What follows belongs to an exercise in optimizing a design on an open flow for small area, a short achievable clock period and few clock cycles; a production flow would make more cautious choices.
Function was checked by simulation only, so behaviour that the tests miss may differ from the original.
Power is estimated from default activity; no workload was simulated.

Setup of v27:
Design cnn_classifier, start of the top module:
module cnn_classifier #(
    parameter int NUM_WINDOWS = 10
) (
    input  logic        clk_i,
    input  logic        rst,
    input  logic [15:0] data_i,
    input  logic [7:0]  ctrl_i,    
    output logic [3:0]  class_o,
    output logic        done_o
);
Size: ~3100 cells after synthesis, about 40000 um2 of cells after synthesis.
export LEC_CHECK = 0
export CAP_MARGIN = 20
export CORE_MARGIN = 2
export CORE_UTILIZATION = 40
export CTS_CLUSTER_DIAMETER = 100
export CTS_CLUSTER_SIZE = 30
export SLEW_MARGIN = 20
create_clock -name core_clock -period 13.0 [get_ports {clk_i}]
standard.sh (not shown) runs the stock make flow with config.mk's settings and CLKGATE_MAP_FILE= SYNTH_SCRIPT=/design/flow/synth_recipe.tcl, a recipe that flattens the netlist after the stock synthesis.
==> flow/flow/run.sh <==
#!/bin/bash
# The standard layout, with timing repair aiming at a setup slack of 9.5 ns
# (a shorter critical path than the 13 ns clock needs). Constraints unchanged.
set -euo pipefail
bash standard.sh finish SETUP_SLACK_MARGIN=9.5 > standard_flow.log 2>&1
v27: done, clean on timing, DRC and antenna
Testbench counts of v27, summed over its fixed seeds: cycles 2,632.
--- input diff v27..v10 ---
--- a/flow/flow/run.sh
+++ b/flow/flow/run.sh
@@ -4,2 +4,2 @@
 set -euo pipefail
-bash standard.sh finish SETUP_SLACK_MARGIN=9.5 > standard_flow.log 2>&1
+bash standard.sh finish SETUP_SLACK_MARGIN=9.5 ADDER_MAP_FILE= > standard_flow.log 2>&1
==> run summary <==
Changes observed in v10 relative to v27: met2 usage in global routing now sits lower, global-route usage fell by 0.56 points.
The higher detail-routed via count per cell of v27 and v10 is in v10.
Switching component of the power up 360 uW in v10 wrt v27
Here is what was changed in the inputs of v40 compared with v10.
==> flow/run.sh (new file) <==
#!/bin/bash
# synth_recipe.tcl (not shown) runs the flow's synth.tcl, then flattens the netlist and writes it again
# the make line also repeats each setting of config.mk as NAME=value (left out here)
make -C /OpenROAD-flow-scripts/flow DESIGN_CONFIG=/design/flow/config.mk WORK_HOME=/design/flow/orfs CLKGATE_MAP_FILE= SYNTH_SCRIPT=/design/flow/synth_recipe.tcl finish
--- a/flow/config.mk
+++ b/flow/config.mk
@@ -7,7 +7,7 @@
 export LEC_CHECK = 0
+export ABC_CLOCK_PERIOD_IN_PS = 3000
 export CAP_MARGIN = 20
 export CORE_MARGIN = 2
-export CORE_UTILIZATION = 40
-export CTS_CLUSTER_DIAMETER = 100
-export CTS_CLUSTER_SIZE = 30
+export CORE_UTILIZATION = 55
+export SETUP_SLACK_MARGIN = 5
 export SLEW_MARGIN = 20
removed: flow/flow/run.sh
removed: flow/standard.sh
==> run summary <==
For the first-pass GRT wire length, v40 came in 0.82% lower than v10 did. Of v10 and v40, the run reporting the higher area after synthesis was v10. Diff v10 -> v40 | sequential share of layout area | increase of 0.69 points. Final cell utilization of the core in v40 vs v10: up 18 points. For the post-synthesis share of cell area spent on full adders, half adders and majority gates, v40 came in 15 points higher than v10 did. v40 against v10: via count dropped about 14%; global-route usage went up. When v40 is set beside v10, its number of buffers inserted to repair setup after CTS turns out to be 5 smaller. Going from v10 to v40, initial detailed-routing violation count shrinks by about 15%.
Input-level comparison between v53 and v40:
==> flow/flow/run.sh (new file) <==
#!/bin/bash
# The standard layout, with timing repair aiming at a setup slack of 9.5 ns
# (a shorter critical path than the 13 ns clock needs). Constraints unchanged.
set -euo pipefail
bash standard.sh finish SETUP_SLACK_MARGIN=9.5 > standard_flow.log 2>&1
==> flow/standard.sh (new file) <==
#!/bin/bash
# synth_recipe.tcl (not shown) runs the flow's synth.tcl, then flattens the netlist and writes it again
# the make line also repeats each setting of config.mk as NAME=value (left out here)
make -C /OpenROAD-flow-scripts/flow DESIGN_CONFIG=/design/flow/config.mk WORK_HOME=/design/flow/orfs CLKGATE_MAP_FILE= SYNTH_SCRIPT=/design/flow/synth_recipe.tcl "${@:-finish}"
--- a/flow/config.mk
+++ b/flow/config.mk
@@ -7,7 +7,8 @@
 export LEC_CHECK = 0
-export ABC_CLOCK_PERIOD_IN_PS = 3000
 export CAP_MARGIN = 20
 export CORE_MARGIN = 2
-export CORE_UTILIZATION = 55
-export SETUP_SLACK_MARGIN = 5
+export CORE_UTILIZATION = 60
+export CTS_CLUSTER_DIAMETER = 100
+export CTS_CLUSTER_SIZE = 30
+export PLACE_DENSITY = 0.7
 export SLEW_MARGIN = 20
removed: flow/run.sh
==> comparison <==
- NOTE: total number of vias in v53 exceeds that of v40
- Between v40 and v53, the power of the sequential group does not differ in any meaningful way.
- When the final numbers for v40 and v53 were put side by side, the share of power burned in the clock network turned out to be greater in v40.
- Total buffers and inverters traversed by the critical path in v53 is 3 below v40.
- Compared with v40, in v53 total detailed-routing wirelength now smaller, fraction of cell area in non-clock buffers has increased, area after synthesis has remained practically unchanged, worst-case setup margin in the final layout has increased.
- Side by side, power density over cell area turned out lower in v53 than in v40.
Modified inputs, v54 compared to v53
==> flow/run.sh (new file) <==
#!/bin/bash
# synth_recipe.tcl (not shown) runs the flow's synth.tcl, then flattens the netlist and writes it again
# the make line also repeats each setting of config.mk as NAME=value (left out here)
make -C /OpenROAD-flow-scripts/flow DESIGN_CONFIG=/design/flow/config.mk WORK_HOME=/design/flow/orfs CLKGATE_MAP_FILE= SYNTH_SCRIPT=/design/flow/synth_recipe.tcl finish
--- a/flow/config.mk
+++ b/flow/config.mk
@@ -7,8 +7,6 @@
 export LEC_CHECK = 0
+export ABC_CLOCK_PERIOD_IN_PS = 3000
 export CAP_MARGIN = 20
 export CORE_MARGIN = 2
-export CORE_UTILIZATION = 60
-export CTS_CLUSTER_DIAMETER = 100
-export CTS_CLUSTER_SIZE = 30
-export PLACE_DENSITY = 0.7
+export CORE_UTILIZATION = 40
 export SLEW_MARGIN = 20
removed: flow/flow/run.sh
removed: flow/standard.sh
Results
No stage failed in v54, and the final checks on the layout all came back clean. Summary: first-iteration DRC count, v54 better than v53. Re via density per instance: v54 is 0.78 down on v53. Compare v54 and v53 | tap cell count lower: v53. Width of the die: v54 vs v53 up about 22%. Global-route wire length before repair (v54 over v53): decrease, about 1.7%. | cell count | v54 vs v53 | 462 higher |. Actual transition at the worst max-transition pin ended up 0.058 ns lower on v54 than on v53. Routed wire in v54 totals less than in v53. Looking at final area across both flows, v54 is the weaker of the two, with v53 ahead.


Setup of juniper:
cnn_classifier again, from the RTL that the note above started with.
Settings: LEC_CHECK=0, CAP_MARGIN=20, CORE_MARGIN=2, CORE_UTILIZATION=40, CTS_CLUSTER_DIAMETER=100, CTS_CLUSTER_SIZE=30, SLEW_MARGIN=20; clock period 13.0 ns.
==> flow/flow/run.sh <==
#!/bin/bash
# The standard layout, with two changes to how it is made (constraints unchanged):
#  - after the standard synthesis, polarity.py flips full-adder cells whose
#    inputs and outputs sit behind inverters (a full adder is self-dual), which
#    removes those inverters; registers and their names are untouched;
#  - timing repair aims at a setup slack of MARGIN ns.
set -euo pipefail
cd "$(dirname "$0")/.."
MARGIN=9.1
R=orfs/results/sky130hd/cnn_classifier/base
bash standard.sh synth SETUP_SLACK_MARGIN=$MARGIN > synth_flow.log 2>&1
cp $R/1_2_yosys.v 1_2_yosys.standard.v
python3 flow/polarity.py 1_2_yosys.standard.v $R/1_2_yosys.v > polarity.log 2>&1
rm -f $R/1_synth.odb $R/1_synth.sdc
bash standard.sh finish SETUP_SLACK_MARGIN=$MARGIN > standard_flow.log 2>&1
Other scripts of this flow, unchanged in this note and not shown: flow/flow/polarity.py
juniper finished end to end and its layout was clean on timing, DRC and antenna.
Testbench counts of juniper, summed over its fixed seeds: cycles 2,632.
Edits applied to the flow inputs when going from juniper to onyx:
-- flow/flow/run.sh --
<<< juniper, line 7
set -euo pipefail
cd "$(dirname "$0")/.."
MARGIN=9.1
R=orfs/results/sky130hd/cnn_classifier/base
bash standard.sh synth SETUP_SLACK_MARGIN=$MARGIN > synth_flow.log 2>&1
>>> onyx, line 7
set -euo pipefail
cd "$(dirname "$0")/.."
MARGIN=9.5
R=orfs/results/sky130hd/cnn_classifier/base
bash standard.sh synth SETUP_SLACK_MARGIN=$MARGIN > synth_flow.log 2>&1
--- outcome ---
Worst setup path endpoint: class_o[1] -> onyx, class_o[2] -> juniper. Post-detailed-placement half-perimeter wirelength delta (onyx − juniper): favourable. Global-route wire length before repair of juniper is on par with onyx. onyx reports a lower share of the clock period used by the worst path than juniper does. Summary — final standard cell area without fillers, onyx relative to juniper: higher, by 3.4%. Diff onyx..juniper | largest fanout of any net on the critical path | unchanged. Status: global-route usage over all layers parity (juniper, onyx). ~same met2 global-route usage in juniper and onyx.
The following lists how indigo was set up differently from onyx:
- changing SLEW_MARGIN from 20 to 60
-- flow/flow/run.sh --
<<< onyx, line 7
set -euo pipefail
cd "$(dirname "$0")/.."
MARGIN=9.5
R=orfs/results/sky130hd/cnn_classifier/base
bash standard.sh synth SETUP_SLACK_MARGIN=$MARGIN > synth_flow.log 2>&1
>>> indigo, line 7
set -euo pipefail
cd "$(dirname "$0")/.."
MARGIN=9.3
R=orfs/results/sky130hd/cnn_classifier/base
bash standard.sh synth SETUP_SLACK_MARGIN=$MARGIN > synth_flow.log 2>&1
Results
Every stage of the flow completed for indigo, and the final layout passed the timing, DRC and antenna checks. Met2 wirelength from detailed routing delta for indigo relative to onyx: 1100 um lower. Comparing onyx against indigo, there is no change at all in die extent in x. Per the comparison of indigo with onyx, number of cells upsized or downsized after cts down 108, portion of total power attributed to combinational logic down 0.2 points. Between onyx and indigo, the area of all sequential standard cells figures differ only marginally. The run showing the greater area after detailed placement is indigo. On via count of the first global-routing pass, indigo and onyx are neck and neck. Combined area of the multi-input logic cells, indigo and onyx: higher on onyx.

afterwards: timing with drivers on the ports:
No port has a modelled driver above. Below, the same layouts with a new extraction and two added sets of constraints.
Step 1: set_driving_cell puts a clkbuf_16 on clk_i and a buf_2 on each other input, an assumption about the parent block.
Step 2 also shifts input and output timing later by t, the mid clock arrival at the registers, as if the neighbouring blocks saw the same clock.
a / b / c = ideal ports / drivers / drivers and shift; a / b = the first two.
run	t (ns)	slack for setup (ns)	hold WS [ns]	latest minus earliest clock arrival (ns)
v27	0.680	9.337 / 9.264 / 9.343	0.371 / 0.371 / 0.371	0.052 / 0.052
v10	0.652	9.367 / 9.303 / 9.510	0.367 / 0.367 / 0.367	0.053 / 0.054
v40	0.683	8.855 / 8.802 / 8.855	0.369 / 0.369 / 0.369	0.067 / 0.068
v53	0.729	9.253 / 9.190 / 9.337	0.361 / 0.361 / 0.361	0.068 / 0.068
v54	0.707	8.877 / 8.852 / 8.877	0.366 / 0.366 / 0.366	0.068 / 0.068
juniper	0.670	9.182 / 9.110 / 9.233	0.372 / 0.372 / 0.372	0.046 / 0.046
onyx	0.679	9.340 / 9.267 / 9.369	0.373 / 0.373 / 0.373	0.034 / 0.035
indigo	0.679	9.338 / 9.270 / 9.346	0.379 / 0.379 / 0.379	0.062 / 0.062
After both steps setup and hold are still met in every run listed.
